This is an optimization exercise on Yosys and OpenROAD, whose aim is small area, not a production implementation.
Only simulation tests tie the RTL to the original design; equivalence was not proved.

== the reference run ==
==> flow/design.v <==
package ddr3_fe_pkg;
    typedef enum logic [2:0] {
        PROGRAM       = 3'b000,
        SOLID_ISLANDS = 3'b001,
        CORRECTION    = 3'b010,
        DDR3_INIT     = 3'b100,
        DDR3_READ     = 3'b101
    } fe_mode_e;
    typedef enum logic [2:0] {
        S_IDLE   = 3'd0,
        S_INIT   = 3'd1,
        S_HOST   = 3'd2,
        S_FILTER = 3'd3,
        S_DRAIN  = 3'd4
    } seq_state_e;
    localparam int DATA_W_DEF           = 32;
    localparam int ADDR_W_DEF           = 6;
    localparam int MAX_READS_DEF        = 12;  
    localparam int QUEUE_DEPTH_DEF      = 12;  
    localparam int QUEUE_FULL_LEVEL_DEF = 12;  
endpackage
module cmd_queue #(
    parameter int ENTRY_W = 1 + ddr3_fe_pkg::ADDR_W_DEF + ddr3_fe_pkg::DATA_W_DEF,
    parameter int DEPTH   = ddr3_fe_pkg::QUEUE_FULL_LEVEL_DEF
) (
    input  logic               afi_clk,
    input  logic               push,
    input  logic [ENTRY_W-1:0] wentry,
    input  logic [DEPTH-1:0]   sel,
    output logic [ENTRY_W-1:0] head
);
    logic [ENTRY_W-1:0] entries [DEPTH];
    logic [ENTRY_W-1:0] part    [DEPTH/3];
    always_ff @(posedge afi_clk) begin
        if (push) begin
            entries[0] <= wentry;
            for (int i = 1; i < DEPTH; i++) begin
                entries[i] <= entries[i-1];
            end
        end
    end
    for (genvar g = 0; g < DEPTH / 3; g++) begin : g_aoi
        sel_aoi3 #(.W(ENTRY_W)) u_aoi (
            .a0 (entries[3*g]),   .s0 (sel[3*g]),
            .a1 (entries[3*g+1]), .s1 (sel[3*g+1]),
            .a2 (entries[3*g+2]), .s2 (sel[3*g+2]),
            .y_n(part[g])
        );
    end
    sel_nand4 #(.W(ENTRY_W)) u_nand (
        .a(part[0]), .b(part[1]), .c(part[2]), .d(part[3]), .y(head)
    );
endmodule
module sel_aoi3 #(
    parameter int W = 1
) (
    input  logic [W-1:0] a0,
    input  logic         s0,
    input  logic [W-1:0] a1,
    input  logic         s1,
    input  logic [W-1:0] a2,
    input  logic         s2,
    output logic [W-1:0] y_n
);
    assign y_n = ~((a0 & {W{s0}}) | (a1 & {W{s1}}) | (a2 & {W{s2}}));
endmodule
module sel_nand4 #(
    parameter int W = 1
) (
    input  logic [W-1:0] a,
    input  logic [W-1:0] b,
    input  logic [W-1:0] c,
    input  logic [W-1:0] d,
    output logic [W-1:0] y
);
    assign y = ~(a & b & c & d);
endmodule
module ddr3_front_end #(
    parameter int DATA_W           = ddr3_fe_pkg::DATA_W_DEF,
    parameter int ADDR_W           = ddr3_fe_pkg::ADDR_W_DEF,
    parameter int MAX_READS        = ddr3_fe_pkg::MAX_READS_DEF,
    parameter int QUEUE_DEPTH      = ddr3_fe_pkg::QUEUE_DEPTH_DEF,
    parameter int QUEUE_FULL_LEVEL = ddr3_fe_pkg::QUEUE_FULL_LEVEL_DEF
) (
    input  logic                  afi_clk,
    input  logic                  core_rstb,
    input  logic [2:0]            mode,    
    input  logic                  host_rd_req,
    input  logic [ADDR_W-1:0]     host_rd_addr,
    output logic                  host_rd_ready,
    output logic [DATA_W-1:0]     host_rdata,
    output logic                  host_rdata_valid,
    input  logic                  flt_wvalid,
    input  logic                  flt_rvalid,
    input  logic [ADDR_W-1:0]     flt_addr,
    input  logic [DATA_W-1:0]     flt_wdata,
    output logic                  flt_ready,
    output logic [DATA_W-1:0]     flt_rdata,
    output logic                  flt_rdata_valid,
    output logic                  init_done,
    output logic                  avl_burstbegin,
    output logic [ADDR_W-1:0]     avl_addr,
    output logic [DATA_W-1:0]     avl_wdata,
    output logic                  avl_read_req,
    output logic                  avl_write_req,
    input  logic                  avl_ready,
    input  logic                  avl_rdata_valid,
    input  logic [DATA_W-1:0]     avl_rdata
);
    localparam int ENTRY_W = 1 + ADDR_W + DATA_W;  
    localparam int N       = QUEUE_FULL_LEVEL;     
    localparam int FILL_W  = $clog2(N + 1);
    localparam int CNT_W   = $clog2(MAX_READS + 1);
    logic       active;    
    logic       draining;  
    logic [2:0] mode_q;    
    logic       st_init, st_host, st_filter;
    logic       serving_host;
    logic       reads_idle, read_allowed;
    assign serving_host = (mode_q == ddr3_fe_pkg::DDR3_READ);
    assign st_init      = active & (mode_q == ddr3_fe_pkg::DDR3_INIT);
    assign st_host      = active & serving_host;
    assign st_filter    = active & ((mode_q == ddr3_fe_pkg::PROGRAM) |
                                    (mode_q == ddr3_fe_pkg::SOLID_ISLANDS) |
                                    (mode_q == ddr3_fe_pkg::CORRECTION));
    always_ff @(posedge afi_clk or negedge core_rstb) begin
        if (!core_rstb) begin
            active   <= 1'b0;
            draining <= 1'b0;
            mode_q   <= ddr3_fe_pkg::PROGRAM;
        end else if (draining) begin
            if (reads_idle) begin
                draining <= 1'b0;
                active   <= 1'b1;
                mode_q   <= mode;
            end
        end else if (!active || mode != mode_q) begin
            draining <= 1'b1;
            active   <= 1'b0;
        end
    end
    logic [ADDR_W-1:0] sweep_addr;
    logic              sweep_write;
    assign sweep_write = st_init & ~init_done;
    always_ff @(posedge afi_clk or negedge core_rstb) begin
        if (!core_rstb) begin
            init_done <= 1'b0;
        end else if (!st_init) begin
            init_done <= 1'b0;  
        end else if (sweep_write & avl_ready & (sweep_addr == '1)) begin
            init_done <= 1'b1;  
        end
    end
    always_ff @(posedge afi_clk) begin
        if (!st_init) begin
            sweep_addr <= '0;
        end else if (sweep_write & avl_ready) begin
            sweep_addr <= sweep_addr + 1'b1;
        end
    end
    logic [FILL_W-1:0]  fill;
    logic               push, req_take;
    logic [N-1:0]       sel;
    logic [ENTRY_W-1:0] head;
    logic               head_write;
    logic [ADDR_W-1:0]  head_addr;
    logic [DATA_W-1:0]  head_wdata;
    assign flt_ready = (fill < FILL_W'(N));
    assign push      = (flt_wvalid | flt_rvalid) & flt_ready;  
    always_comb begin
        for (int i = 0; i < N; i++) begin
            sel[i] = st_filter & (fill == FILL_W'(i + 1));
        end
    end
    cmd_queue #(.ENTRY_W(ENTRY_W), .DEPTH(N)) u_queue (
        .afi_clk (afi_clk),
        .push    (push),
        .wentry  ({flt_wvalid, flt_addr, flt_wdata}),  
        .sel     (sel),
        .head    (head)
    );
    assign {head_write, head_addr, head_wdata} = head;
    always_ff @(posedge afi_clk or negedge core_rstb) begin
        if (!core_rstb) begin
            fill <= '0;
        end else begin
            case ({push, req_take})
                2'b10:   fill <= fill + 1'b1;
                2'b01:   fill <= fill - 1'b1;
                default: ;
            endcase
        end
    end
    assign avl_write_req  = sweep_write | head_write;
    assign avl_read_req   = ((st_host & host_rd_req) | (st_filter & (fill != '0) & ~head_write)) &
                            read_allowed;
    assign avl_addr       = ({ADDR_W{st_init}} & sweep_addr) |
                            ({ADDR_W{st_host}} & host_rd_addr) | head_addr;
    assign avl_wdata      = head_wdata;  
    assign avl_burstbegin = (avl_read_req | avl_write_req) & avl_ready;
    assign req_take       = st_filter & avl_burstbegin;
    assign host_rd_ready  = st_host & read_allowed & avl_ready;
    logic [CNT_W-1:0]  in_flight;  
    logic [DATA_W-1:0] rdata_q;    
    always_ff @(posedge afi_clk or negedge core_rstb) begin
        if (!core_rstb) begin
            in_flight <= '0;
        end else begin
            case ({avl_read_req & avl_ready, avl_rdata_valid})
                2'b10:   in_flight <= in_flight + 1'b1;
                2'b01:   in_flight <= in_flight - 1'b1;
                default: ;  
            endcase
        end
    end
    assign read_allowed = (in_flight < CNT_W'(MAX_READS));
    assign reads_idle   = (in_flight == '0);
    always_ff @(posedge afi_clk or negedge core_rstb) begin
        if (!core_rstb) begin
            host_rdata_valid <= 1'b0;
            flt_rdata_valid  <= 1'b0;
        end else begin
            host_rdata_valid <= avl_rdata_valid & serving_host;
            flt_rdata_valid  <= avl_rdata_valid & ~serving_host;
        end
    end
    always_ff @(posedge afi_clk) begin
        rdata_q <= avl_rdata;
    end
    assign host_rdata = rdata_q;
    assign flt_rdata  = rdata_q;
endmodule
Settings: LEC_CHECK=0, CAP_MARGIN=20, CORE_MARGIN=2, CORE_UTILIZATION=60, CTS_BUF_LIST=sky130_fd_sc_hd__clkbuf_4, CTS_CLUSTER_DIAMETER=40, CTS_CLUSTER_SIZE=10, SLEW_MARGIN=20, SYNTH_HIERARCHICAL=1; clock period 5.0 ns.
standard.sh (not shown) runs the stock make flow with config.mk's settings and CLKGATE_MAP_FILE= SYNTH_SCRIPT=/design/flow/synth_recipe.tcl, a recipe that flattens the netlist after the stock synthesis.
==> flow/flow/run.sh <==
#!/bin/bash
# The standard layout with two changes:
# - the port buffers buffer_ports inserts during global placement are the
#   smallest buffer (sky130_fd_sc_hd__buf_1); every port still gets its buffer;
# - clock tree synthesis adds no dummy load cells on the clock tree's leaves.
# The clock tree settings repeat config.mk's.
set -euo pipefail
export BUFFER_PORTS_ARGS="-buffer_cell sky130_fd_sc_hd__buf_1"
export CTS_ARGS="-sink_clustering_enable -repair_clock_nets -dont_use_dummy_load -sink_clustering_size 10 -sink_clustering_max_diameter 40 -buf_list sky130_fd_sc_hd__clkbuf_4"
bash standard.sh > standard.log 2>&1
Input changes introduced in the trial run (baseline for comparison: the reference run):
diff --git a/flow/design.v b/flow/design.v
--- a/flow/design.v
+++ b/flow/design.v
@@ -182,15 +182,11 @@
     assign {head_write, head_addr, head_wdata} = head;
     always_ff @(posedge afi_clk or negedge core_rstb) begin
         if (!core_rstb) begin
             fill <= '0;
         end else begin
-            case ({push, req_take})
-                2'b10:   fill <= fill + 1'b1;
-                2'b01:   fill <= fill - 1'b1;
-                default: ;
-            endcase
+            fill <= fill + {{(FILL_W-1){req_take & ~push}}, push ^ req_take};
         end
     end
     assign avl_write_req  = sweep_write | head_write;
     assign avl_read_req   = ((st_host & host_rd_req) | (st_filter & (fill != '0) & ~head_write)) &
                             read_allowed;
@@ -200,19 +196,18 @@
     assign avl_burstbegin = (avl_read_req | avl_write_req) & avl_ready;
     assign req_take       = st_filter & avl_burstbegin;
     assign host_rd_ready  = st_host & read_allowed & avl_ready;
     logic [CNT_W-1:0]  in_flight;  
     logic [DATA_W-1:0] rdata_q;    
+    logic              read_accepted;
+    assign read_accepted = avl_read_req & avl_ready;
     always_ff @(posedge afi_clk or negedge core_rstb) begin
         if (!core_rstb) begin
             in_flight <= '0;
         end else begin
-            case ({avl_read_req & avl_ready, avl_rdata_valid})
-                2'b10:   in_flight <= in_flight + 1'b1;
-                2'b01:   in_flight <= in_flight - 1'b1;
-                default: ;  
-            endcase
+            in_flight <= in_flight + {{(CNT_W-1){avl_rdata_valid & ~read_accepted}},
+                                      read_accepted ^ avl_rdata_valid};
         end
     end
     assign read_allowed = (in_flight < CNT_W'(MAX_READS));
     assign reads_idle   = (in_flight == '0);
     always_ff @(posedge afi_clk or negedge core_rstb) begin
Results
- The trial run went all the way through synthesis, placement and routing and the layout is clean on timing, DRC and antenna.
- Relative to the reference run, depth of the critical timing path with buffers and inverters included has decreased by 1 in the trial run.
- Lower ratio of cells with drive above 1 in the final layout among the trial run and the reference run: the reference run
- Compared with the reference run, in the trial run number of sequential cells neither gained nor lost much, worst reg2reg path depth picked up an extra 1, worst-case setup slack after placement picked up an extra 0.0062 ns, post-synthesis net count neither gained nor lost much.

what the ideal ports hide:
The flow's constraints put no driver on any port. The routed layouts listed below were extracted and timed again, unchanged, in two steps.
Step 1: set_driving_cell puts a clkbuf_16 on afi_clk and a buf_2 on each other input, an assumption about the parent block.
Step 2 moves the port delays by t, midway between the first and last clock arrival at a register: inputs arrive t later, outputs are due t later. That takes back most of the time a late clock gives input paths.
a / b / c = ideal ports / drivers / drivers and shift; a / b = the first two.
run | t, ns | setup WS [ns] | hold WS [ns] | worst setup path after step 2 | clock arrival spread, ns
the reference run | 0.709 | 0.439 / 0.391 / 1.011 | 0.387 / 0.364 / 0.423 | register to register | 0.097 / 0.097
the trial run | 0.762 | 0.307 / 0.262 / 1.025 | 0.336 / 0.316 / 0.406 | register to output | 0.079 / 0.079
After both steps every run listed still meets setup and hold.
